Source: an optimization exercise on an open RTL-to-GDS flow (aim: small area). Production flows keep margins and buffers that such runs may drop.
The RTL was checked by simulation tests, not by an equivalence proof against the original design.
Power is estimated from default activity; no workload was simulated.

==> flow/design.v <==
module reg_bank_oai22 (
  input  logic a1, a2, b1, b2,
  output logic y
);
  assign y = ~((a1 | a2) & (b1 | b2));
endmodule
module reg_bank_aoi222 (
  input  logic a1, a2, b1, b2, c1, c2,
  output logic y
);
  assign y = ~((a1 & a2) | (b1 & b2) | (c1 & c2));
endmodule
module reg_bank_rdbit #(
  parameter int unsigned N = 63
) (
  input  logic [N-1:0] hot,
  input  logic [N-1:0] d,
  output logic         y
);
  localparam int unsigned G = (N + 2) / 3;
  logic [3*G-1:0] w_hot;
  logic [3*G-1:0] w_d;
  logic [G-1:0]   w_n;
  assign w_hot = {{(3*G-N){1'b0}}, hot};
  assign w_d   = {{(3*G-N){1'b0}}, d};
  for (genvar g = 0; g < int'(G); g++) begin : g_grp
    reg_bank_aoi222 u_aoi (
      .a1(w_hot[3*g]),   .a2(w_d[3*g]),
      .b1(w_hot[3*g+1]), .b2(w_d[3*g+1]),
      .c1(w_hot[3*g+2]), .c2(w_d[3*g+2]),
      .y (w_n[g])
    );
  end
  assign y = ~&w_n;
endmodule
module reg_bank #(
  parameter int unsigned DATA_W    = 16,
  parameter int unsigned SEL_W     = 6,
  parameter int unsigned W_ADDR    = 34,
  parameter int unsigned NULL_ADDR = 63
) (
  input  logic              clk,
  input  logic              rst,
  input  logic [DATA_W-1:0] DATA_IN,
  input  logic [SEL_W-1:0]  SEL_IN,
  input  logic              UPDATE_FLAG,
  input  logic [SEL_W-1:0]  SEL_A,
  input  logic [SEL_W-1:0]  SEL_B,
  output logic [DATA_W-1:0] RD_A,
  output logic [DATA_W-1:0] RD_B,
  output logic [DATA_W-1:0] W_OUT,
  output logic [15:0]       WR_COUNT
);
  localparam int unsigned NUM_REGS = 1 << SEL_W;
  localparam int unsigned NSTORE   = NUM_REGS - 1;
  localparam int unsigned CNT_W    = 16;
  logic [DATA_W-1:0] r_mem [0:NSTORE-1];
  logic              r_par;
  logic              r_prev_flag;
  logic [DATA_W-1:0] r_rd_a;
  logic [DATA_W-1:0] r_rd_b;
  logic [CNT_W-1:0]  r_wr_count;
  logic              w_wr_pulse;
  logic              w_wr_en;
  logic [DATA_W-1:0] w_wcode;
  logic [NSTORE-1:0] w_wen;
  logic [NSTORE-1:0] w_wen_n;
  logic [NSTORE-1:0] w_hot_a;
  logic [NSTORE-1:0] w_hot_b;
  logic [DATA_W-1:0] w_sel_a;
  logic [DATA_W-1:0] w_sel_b;
  logic              w_par_a;
  logic              w_par_b;
  assign w_wr_pulse = UPDATE_FLAG ^ r_prev_flag;
  assign w_wr_en    = w_wr_pulse && (SEL_IN != SEL_W'(NULL_ADDR));
  assign w_wcode = (DATA_IN & {DATA_W{~rst}}) ^ {DATA_W{rst | r_par}};
  always_comb begin
    for (int i = 0; i < int'(NSTORE); i++) begin
      w_wen[i]   = rst | (w_wr_pulse & (SEL_IN == SEL_W'(i)));
      w_wen_n[i] = ~w_wen[i];
      w_hot_a[i] = ~rst & (SEL_A == SEL_W'(i));
      w_hot_b[i] = ~rst & (SEL_B == SEL_W'(i));
    end
  end
  always_ff @(posedge clk) begin
    r_prev_flag <= UPDATE_FLAG;
  end
  always_ff @(posedge clk) begin
    r_par <= ~rst & ~r_par;
  end
  for (genvar i = 0; i < int'(NSTORE); i++) begin : g_row
    logic [DATA_W-1:0] w_next;
    for (genvar b = 0; b < int'(DATA_W); b++) begin : g_bit
      reg_bank_oai22 u_cell (
        .a1(r_mem[i][b]), .a2(w_wen[i]),
        .b1(w_wcode[b]),  .b2(w_wen_n[i]),
        .y (w_next[b])
      );
    end
    always_ff @(posedge clk) begin
      r_mem[i] <= w_next;
    end
  end
  for (genvar b = 0; b < int'(DATA_W); b++) begin : g_rd
    logic [NSTORE-1:0] w_col;
    for (genvar i = 0; i < int'(NSTORE); i++) begin : g_col
      assign w_col[i] = r_mem[i][b];
    end
    reg_bank_rdbit #(.N(NSTORE)) u_rd_a (.hot(w_hot_a), .d(w_col), .y(w_sel_a[b]));
    reg_bank_rdbit #(.N(NSTORE)) u_rd_b (.hot(w_hot_b), .d(w_col), .y(w_sel_b[b]));
  end
  always_ff @(posedge clk) begin
    if (rst) begin
      r_wr_count <= '0;
    end else if (w_wr_en) begin
      r_wr_count <= r_wr_count + CNT_W'(1);
    end
  end
  assign w_par_a = r_par & ~rst & (SEL_A != SEL_W'(NULL_ADDR));
  assign w_par_b = r_par & ~rst & (SEL_B != SEL_W'(NULL_ADDR));
  always_ff @(posedge clk) begin
    r_rd_a <= w_sel_a ^ {DATA_W{w_par_a}};
    r_rd_b <= w_sel_b ^ {DATA_W{w_par_b}};
  end
  assign RD_A     = r_rd_a;
  assign RD_B     = r_rd_b;
  assign W_OUT    = r_mem[W_ADDR] ^ {DATA_W{r_par}};
  assign WR_COUNT = r_wr_count;
endmodule
==> flow/flow/run.sh <==
#!/bin/bash
# The standard layout, with two changes: a smaller clock tree (sink clusters of at most 16 flip-flops
# driven by clkbuf_8, no dummy balancing loads) and buf_1 as the port buffer cell.
set -uo pipefail
CTS="-sink_clustering_enable -repair_clock_nets -dont_use_dummy_load -sink_clustering_size 16 -sink_clustering_max_diameter 45 -buf_list sky130_fd_sc_hd__clkbuf_8"
bash standard.sh "CTS_ARGS=$CTS" "BUFFER_PORTS_ARGS=-buffer_cell sky130_fd_sc_hd__buf_1" finish > run_make.log 2>&1
==> flow/standard.sh <==
#!/bin/bash
# synth_recipe.tcl (not shown) runs the flow's synth.tcl, then flattens the netlist and writes it again
# the make line also repeats each setting of config.mk as NAME=value (left out here)
make -C /OpenROAD-flow-scripts/flow DESIGN_CONFIG=/design/flow/config.mk WORK_HOME=/design/flow/orfs CLKGATE_MAP_FILE= SYNTH_SCRIPT=/design/flow/synth_recipe.tcl "${@:-finish}"
==> flow/config.mk <==
export PLATFORM = sky130hd
export DESIGN_NAME = reg_bank
export DESIGN_NICKNAME = reg_bank
export VERILOG_FILES = /design/flow/design.v
export SDC_FILE = /design/flow/constraint.sdc
export NUM_CORES = 4
export LEC_CHECK = 0
export CAP_MARGIN = 20
export CORE_MARGIN = 2
export CORE_UTILIZATION = 45
export SLEW_MARGIN = 20
export SYNTH_HIERARCHICAL = 1
==> flow/constraint.sdc <==
create_clock -name core_clock -period 5.0 [get_ports {clk}]
set_input_delay 1.0000 -clock core_clock [delete_from_list [all_inputs] [get_ports {clk}]]
set_output_delay 1.0000 -clock core_clock [all_outputs]
set_load 0.01 [all_outputs]
==> impl_results.md, run 1 <==
* Result of the run: complete, no violations
* Element type at the critical path end: register
* Critical Path Start: rst
* Portion of the clock cycle consumed by the worst path in the final layout at about four fifths
* Core ar. at between 0.08 and 0.09 mm2
* Vertical extent of the die at ~300 um
* Post-cts hold buffer count at 0
* Final Net Count at around 4000
* Required @ worst endpoint at 5770 ps
* Transition time at the pin with the least slew margin at about 1200 ps
* Number of instances in the synthesized netlist at between 3000 and 4000
* Clock insertion delay at the later pin of the skew report at ~890 ps
* Maximum net fanout on the critical path at 33
* Hold Path Depth at 1
* Most prevalent standard cell on the critical path: buf_4
* Highest metal used: met5
* Total vias in the final route at between 40000 and 50000
* Sequential-to-total area share from yosys stat at between 50 and 60%
* Global placer's final weighted congestion at 1.04
* Total GRT Usage at a little over two fifths
* Total gr overflow at 0
* Worst slew margin relative to its limit at a little under a fifth
* Wire length the detailed router placed on met1 at 74900 um
* Ordered cell list for the critical path: clkbuf_4, buf_4, nor2_1, nand2_1, buf_4, nor2_1, buf_4, a222oi_1, nand4_1, nor4_1, nand2_1, xnor2_1
* Bufs on Longest Clock Path at 3
* Worst hold start: UPDATE_FLAG
* Count of distinct cell types in the synthesized netlist at 39
* Total of warnings raised by yosys at 9
* Count of endpoints failing hold in the final timing report at 0
* Floorplan die area at between 0.08 and 0.09 mm2
* Slowest stage cell, crit path: nand4_1
* Maximum number of pins on one net before global-route repair at between 60 and 70
* Synth Register Bits at approximately 1100
* Dpl hpwl at 129000 um
* Min cycle time layout at roughly 4000 ps
* Worst Setup Start Kind: input port
* Average wire per standard cell at ~38 um
* CTS clk-pin slew, worst paths at approximately 90 ps
* Clock tree from TritonCTS: built
* Setup repair after global routing missed its margin: false
* Commonest non-fill, non-tap cells in the layout: dfxtp_1 (1057), o22ai_1 (1008), a222oi_1 (672)
* FF-to-FF Start: r_mem[24][3]
* Root cell of the clock tree: clkbuf_8
* Vias in the first global route at roughly 36000
* Post-placement worst setup slack at 480 ps
* Total setup buffers inserted after CTS at 0
* Final worst slack at between 900 and 1000 ps
* Maximum clock frequency at 249 MHz
* Maximum vdd drop at between 300 and 400 uV
* Number of violations reported at the end of detailed-routing iteration 0 at 10477
* Path type of the worst setup path: in2reg
* First drt pass iteration count at 15
* Total negative setup slack at 0 ps
* Avg Synthesized Cell Area at roughly 11 um2
* Final setup violation count at 0
* FF-to-FF setup slack at between 2000 and 2500 ps
* CTS buffer count at ~130
* DIE WIDTH at ~300 um
* Cell count of the worst reg-to-reg path at 5
* Wire length of the first global-routing pass at between 200000 and 300000 um
* Post-route antenna net violation count at 0
* Pins over their slew limit at 0
* Proportion of layout cells with a drive suffix above 1 at between 9 and 10%
* Worst path top cell family by delay: simple AND/OR/NAND/NOR gates
* Drt via density at ~8.0
* Antenna violations before repair at 22
* Row cnt at approximately 110
* Leak Pwr at roughly 16 nW
* CP bufs+invs at 4
* Total wirelength of the detailed-routed design at about 200000 um
* Arrival time reported for the critical path endpoint at 4800 ps
* Commonest non-fill, non-tap cell in the layout: dfxtp_1
* Power per cell area at ~410 mW/mm2
* Worst reg2reg endpoint: r_rd_a[3]
* Max Clock Skew at 92.2 ps
* End point of the most critical hold path: r_prev_flag
* Total power at 18.0 mW
* Area delta synth->final at 13.6%
* Top-level port count at just over 100
* DR DRC count at 0
* H-tree Lvls at 4
* Delay of the slowest critical-path stage at approximately 740 ps
* Maximum capacitance violations at 0
* Effective utilization at floorplan at 45.3%
* Clock sink count at 1058
* Post-cts gate resize count at 0
* Met3 wire len at between 30000 and 40000 um
* Met2 layer wire length in the routed design at between 70000 and 80000 um
* Post-synth net total at around 3600
* Mapped Area at 0.0385 mm2
* Worst min path class: in2reg
* I/O Buffers at 100
## modules after synthesis, one instance, submodules excluded, excerpt
| module | area, um2 | copies in the design | flops+latches |
|---|---|---|---|
| reg_bank | 24000 | 1 | 1058 |
| reg_bank_aoi222 | 10.0 | 672 | 0 |
| reg_bank_oai22 | 6.26 | 1008 | 0 |
## stage by stage
| step | utilization, % | cell area (um2) | instances | hold slack, ps |
|---|---|---|---|---|
| after CTS | 51.5 | 43700 | 5100 | 315 |
| after detailed placement | 49.3 | 41900 | 4966 | 459 |
| after floorplan | - | 38500 | 3554 | 442 |
| after global placement | 49.3 | 41900 | 4966 | 450 |
| after global routing | 51.5 | 43800 | 5103 | 344 |
| final | 51.5 | 43800 | 5106 | 360 |
## routing by layer
layer  GRT usage [%]  up-vias
li1                -    16802
met5           0.554        -
met1            58.8    19986
met3            17.0      633
met4            21.6       26
met2            58.3     3468
## cell families after synthesis
| family | count (synthesis) | share of synthesized area (%) |
|---|---|---|
| AOI/OAI and AO/OA | 1788 | 35.5 |
| DFF | 1058 | 55.0 |
| and+or+nand+nor | 548 | 7.02 |
| buffers and inverters | 89 | 0.909 |
| xor gates and xnor gates | 69 | 1.59 |
| muxes | 1 | 0.0260 |
| adders and majority gates | 1 | 0.0325 |
## how the worst max path moves through the flow
stage	endpoint	depth (start not counted)
floorplan	r_rd_a[0]	10
global placement	r_rd_b[11]	12
detailed placement	r_rd_b[11]	12
CTS	r_rd_b[11]	12
global route	r_rd_a[1]	10
finish	r_rd_b[8]	12
## registers in the layout, indices dropped and copies added (netlist names)
register     flops
r_wr_count      16
r_rd_a          16
r_par            1
r_rd_b          16
r_mem         1008
r_prev_flag      1
## final cells by class
cell class / instances / area, um2
Timing Repair Buffer: 309 / 1950
Tap cell: 1144 / 1430
Clock buffer: 134 / 1840
Multi-Input combinational cell: 2407 / 17200
Antenna cell: 6 / 15.0
Inverter: 48 / 180
Fill cell: 7906 / 41200
Sequential cell: 1058 / 21200
## report_power, final
part	internal, mW	switching (mW)
logic	0.741	1.40
clock network	2.37	3.03
registers	9.52	0.984
## cells in the mapped netlist
cell,count,area share (%)
and3b_2,1,0.026
a222oi_1,672,17
and3_2,1,0.019
o21ai_0,5,0.065
or3_1,5,0.081
a21o_1,16,0.31
o211ai_2,1,0.032
xor2_2,1,0.042
o2111ai_2,1,0.039
o22ai_1,1008,16
nor3_1,6,0.078
a21oi_1,74,0.96
nand3b_1,2,0.039
xnor2_1,48,1.1
nor2b_1,9,0.15
or4b_1,1,0.026
mux2i_1,1,0.026
o31ai_1,7,0.14
xor2_1,20,0.45
nor4_1,33,0.54
o211ai_1,2,0.039
or3b_2,2,0.045
clkbuf_1,32,0.31
buf_1,1,0.0097
nor2_1,180,1.8
buf_6,1,0.029
nor3b_2,1,0.032
dfxtp_1,1058,55
inv_1,48,0.47
and3_1,4,0.065
and4_1,1,0.023
nand2_1,96,0.94
or4_1,7,0.14
o21ai_2,2,0.045
nand4_1,131,2.1
ha_1,1,0.032
nand2b_1,20,0.32
nand3_1,48,0.62
buf_2,7,0.091
==> run 2, diff against run 1 <==
==> flow/flow/run.sh (replaced) <==
#!/bin/bash
# The standard layout, with two changes: a smaller clock tree (sink clusters of at most 10 flip-flops
# within 35 um, driven by clkbuf_4, no dummy balancing loads) and buf_1 as the port buffer cell.
set -uo pipefail
CTS="-sink_clustering_enable -repair_clock_nets -dont_use_dummy_load -sink_clustering_size 10 -sink_clustering_max_diameter 35 -buf_list sky130_fd_sc_hd__clkbuf_4"
bash standard.sh "CTS_ARGS=$CTS" "BUFFER_PORTS_ARGS=-buffer_cell sky130_fd_sc_hd__buf_1" finish > run_make.log 2>&1
==> impl_results.md, run 2 <==
* Post-route antenna net violation count at 0
* Total GRT Usage at a little over two fifths
* Final std cell area, no fill at approximately 0.043 mm2
* Row cnt at 107
* Mapped Area at approximately 0.039 mm2
* Post-Route Utilization at around half
* Portion of the clock cycle consumed by the worst path in the final layout at between 70 and 80%
* Total power at around 17 mW
* Count of distinct cell types in the synthesized netlist at 39
* Final setup violation count at 0
* Antenna violations before repair at 23
* Maximum number of pins on one net before global-route repair at 64
* DR DRC count at 0
* Sequential Power Share at 61.4%
* Power per cell area at between 300 and 400 mW/mm2
* Arrival time reported for the critical path endpoint at roughly 2800 ps
* Clock tree from TritonCTS: built
* Cell-internal power at approximately 12 mW
* Dpl hpwl at 129000 um
* Adder-Cell Fraction of Synth Area at less than 1%
* Top-level port count at just over 100
* Transition time at the pin with the least slew margin at approximately 1200 ps
* Result of the run: complete, no violations
* Proportion of layout cells with a drive suffix above 1 at between 10% and 20%
* Area delta synth->final at 12.1%
* Bufs on Longest Clock Path at 3
* First drt pass iteration count at 15
* Clock sink count at around 1100
* FF-to-FF setup slack at roughly 2000 ps
* Maximum net fanout on the critical path at 19
* Min cycle time layout at 3790 ps
* DIE WIDTH at 297 um
* Max reg flops at ~1000
* Worst min path class: in2reg
* Total wirelength of the detailed-routed design at between 150000 and 200000 um
* I/O Buffers at 100
* Post-synth top area share at between 50% and 60%
* Worst Setup Start Kind: register
* Maximum vdd drop at 262 uV
* Path type of the worst setup path: reg2out
* Clock insertion delay at the later pin of the skew report at 1170 ps
* Synth Register Bits at about 1100
* Synth Area in Compound Gates at between 30% and 40%
* Top cell type by total area after synthesis: dfxtp_1
* Proportion of total power due to net switching at a little under a third
* H-tree Lvls at 4
* Largest register by flop count: r_mem
* Number of violations reported at the end of detailed-routing iteration 0 at roughly 10000
* Total gr overflow at 0
* Maximum clock frequency at 264 MHz
* CTS clk-pin slew, worst paths at ~80 ps
* Avg Synthesized Cell Area at 10.8 um2
* Final Net Count at slightly above 4000
* Cell with the most instances after synthesis: dfxtp_1
* Effective utilization at floorplan at between 40 and 50%
* Total setup buffers inserted after CTS at 0
* Leak Pwr at approximately 15 nW
* Number of instances in the synthesized netlist at roughly 3600
* Drt via density at between 8 and 9
* Largest cells by area after synthesis: dfxtp_1 (55%), a222oi_1 (17%), o22ai_1 (16%)
* Average wire per standard cell at approximately 38 um
* Max Clock Skew at 140 ps
* Element type at the critical path end: output port
* Post-synth net total at roughly 3600
* Post-cts hold buffer count at 0
* Post-cts gate resize count at 0
* Combinational family with the most area after synthesis: compound AO/OA/AOI/OAI gates
* Post-synth ARST share at 0%
* Leading cell types by count after synthesis: dfxtp_1 (1058), o22ai_1 (1008), a222oi_1 (672)
* Global placer's final weighted congestion at 1.04
* Maximum capacitance violations at 0
* Top flip-flop cell by instance count after synthesis: dfxtp_1
* Root cell of the clock tree: clkbuf_4
* Post-detailed-placement cell area at approximately 0.042 mm2
* Pins over their slew limit at 0
* Vertical extent of the die at between 200 and 300 um
* XOR/XNOR Fraction of Synth Area at under 10%
* Commonest non-fill, non-tap cells in the layout: dfxtp_1 (1057), o22ai_1 (1008), a222oi_1 (672)
* Clock network fraction of total power at a little over a quarter
* Combinational share of power at 12.5%
* Setup repair after global routing missed its margin: false
* Core ar. at about 0.085 mm2
* CTS buffer count at about 170
* Floorplan die area at just under 0.09 mm2
* Fill cell instance count of the final layout at roughly 8000
* Commonest non-fill, non-tap cell in the layout: dfxtp_1
* Sequential-to-total area share from yosys stat at 55.0%
* Net load switching power at between 5 and 6 mW
* Required @ worst endpoint at about 4000 ps
* Final-layout worst hold slack at between 90 and 100 ps
* Total of warnings raised by yosys at 9
* Total vias in the final route at 41172
* Mux contribution to synthesized area at less than 1%
* Share of synthesized cell area in and, or, nand and nor gates at 7.02%
* Post-synth EDFFs at 0
* Count of endpoints failing hold in the final timing report at 0
* Wire length of the first global-routing pass at 273000 um
* Vias in the first global route at roughly 37000
* Worst slew margin relative to its limit at between 20% and 30%
* Total negative setup slack at 0 ps
==> run 2: cell types whose count changed in the layout (fill, tap and decap cells not counted), sizes merged <==
cell    before  now
diode        6   13
clkbuf     135  166
==> run 2: logic make-up (layout without fill, tap and decap cells) <==
family	count (synthesis)	count (layout)
xor gates and xnor gates	69	69
buffers and inverters	89	522
adders and majority gates	1	1
and+or+nand+nor	548	548
AOI/OAI and AO/OA	1788	1788
muxes	1	1
DFF	1058	1058
other	0	13
==> run 2: final timing paths <==
| kind | start | to | depth (start not counted) |
|---|---|---|---|
| max | r_par | W_OUT[14] | 3 |
| min | UPDATE_FLAG | r_prev_flag | 1 |
| min reg2reg | r_mem[31][3] | r_mem[31][3] | 1 |
| max reg2reg | r_mem[24][3] | r_rd_a[3] | 5 |
==> run 2: final cells by class <==
cell class | instances | area, um2 | area share [%]
Sequential cell | 1058 | 21200 | 49.1
Multi-Input combinational cell | 2407 | 17200 | 39.8
Timing Repair Buffer | 309 | 1950 | 4.51
Tap cell | 1144 | 1430 | 3.31
Clock buffer | 165 | 1240 | 2.87
Inverter | 48 | 180 | 0.417
Antenna cell | 13 | 32.5 | 0.0753
==> run 2: per-module statistics from Yosys (local to each module, per instance), a selection <==
module / area [um2] / flip-flops and latches / copies in the design / cells inside
reg_bank_aoi222: 10.0 / 0 / 672 / 1
reg_bank: 24000 / 1058 / 1 / 1586
reg_bank_oai22: 6.26 / 0 / 1008 / 1
==> run 2: metrics by stage <==
step                std cells  setup slack [ps]
finish                   5144              1210
CTS                      5131              1130
global route             5141              1080
detailed placement       4966               480
global placement         4966               320
floorplan                3554              1850
==> run 2: worst max-delay path, stage by stage, from the launching register on <==
cell,delay [ps]
dfxtp_2,730
buf_4,470
xor2_1,200
buf_1,220
==> run 2: power by group through the flow <==
stage                     combinational, mW  clock [mW]  sequential, mW
after floorplan                        1.24           0            10.3
after CTS                              2.05        4.47            10.4
final                                  2.14        4.47            10.5
after global routing                   2.23        4.80            10.6
after global placement                 2.01           0            10.6
after detailed placement               2.06           0            10.6
==> run 2: metal layers <==
layer,up-vias,share of wire [%],GRT usage [%]
met1,20073,38,58.2
met3,671,16,17.8
met5,-,0.10,0
li1,16923,-,-
met2,3477,39,58.4
met4,28,6.0,21.5

[what the ideal ports hide]
How much do the figures lean on ideal ports? The routed layouts below were timed once more, with nothing changed but the port constraints.
Step 1: set_driving_cell puts a clkbuf_16 on clk and a buf_2 on each other input, an assumption about the parent block.
Step 2 times the ports against the registers' clock, not the clock port: input delays grow and output delays shrink by t, the midpoint of the rising clock arrivals with the driver on.
a / b / c = ideal / step 1 / step 2; a / b = the first two.
run | t (ns) | setup WS [ns] | worst hold slack (ns) | clock arrival spread, ns | worst data-port slew with drivers (ns)
run 1 | 0.914 | 0.977 / 1.026 / 0.112 | 0.360 / 0.332 / 0.469 | 0.099 / 0.099 | 0.16
run 2 | 1.173 | 1.210 / 1.138 / 0.165 | 0.096 / 0.071 / 0.471 | 0.145 / 0.145 | 0.16
After both steps every run listed still meets setup and hold. For run 2, which loses most, drivers alone change the setup slack by -0.072 ns; drivers and shift together by -1.045 ns.
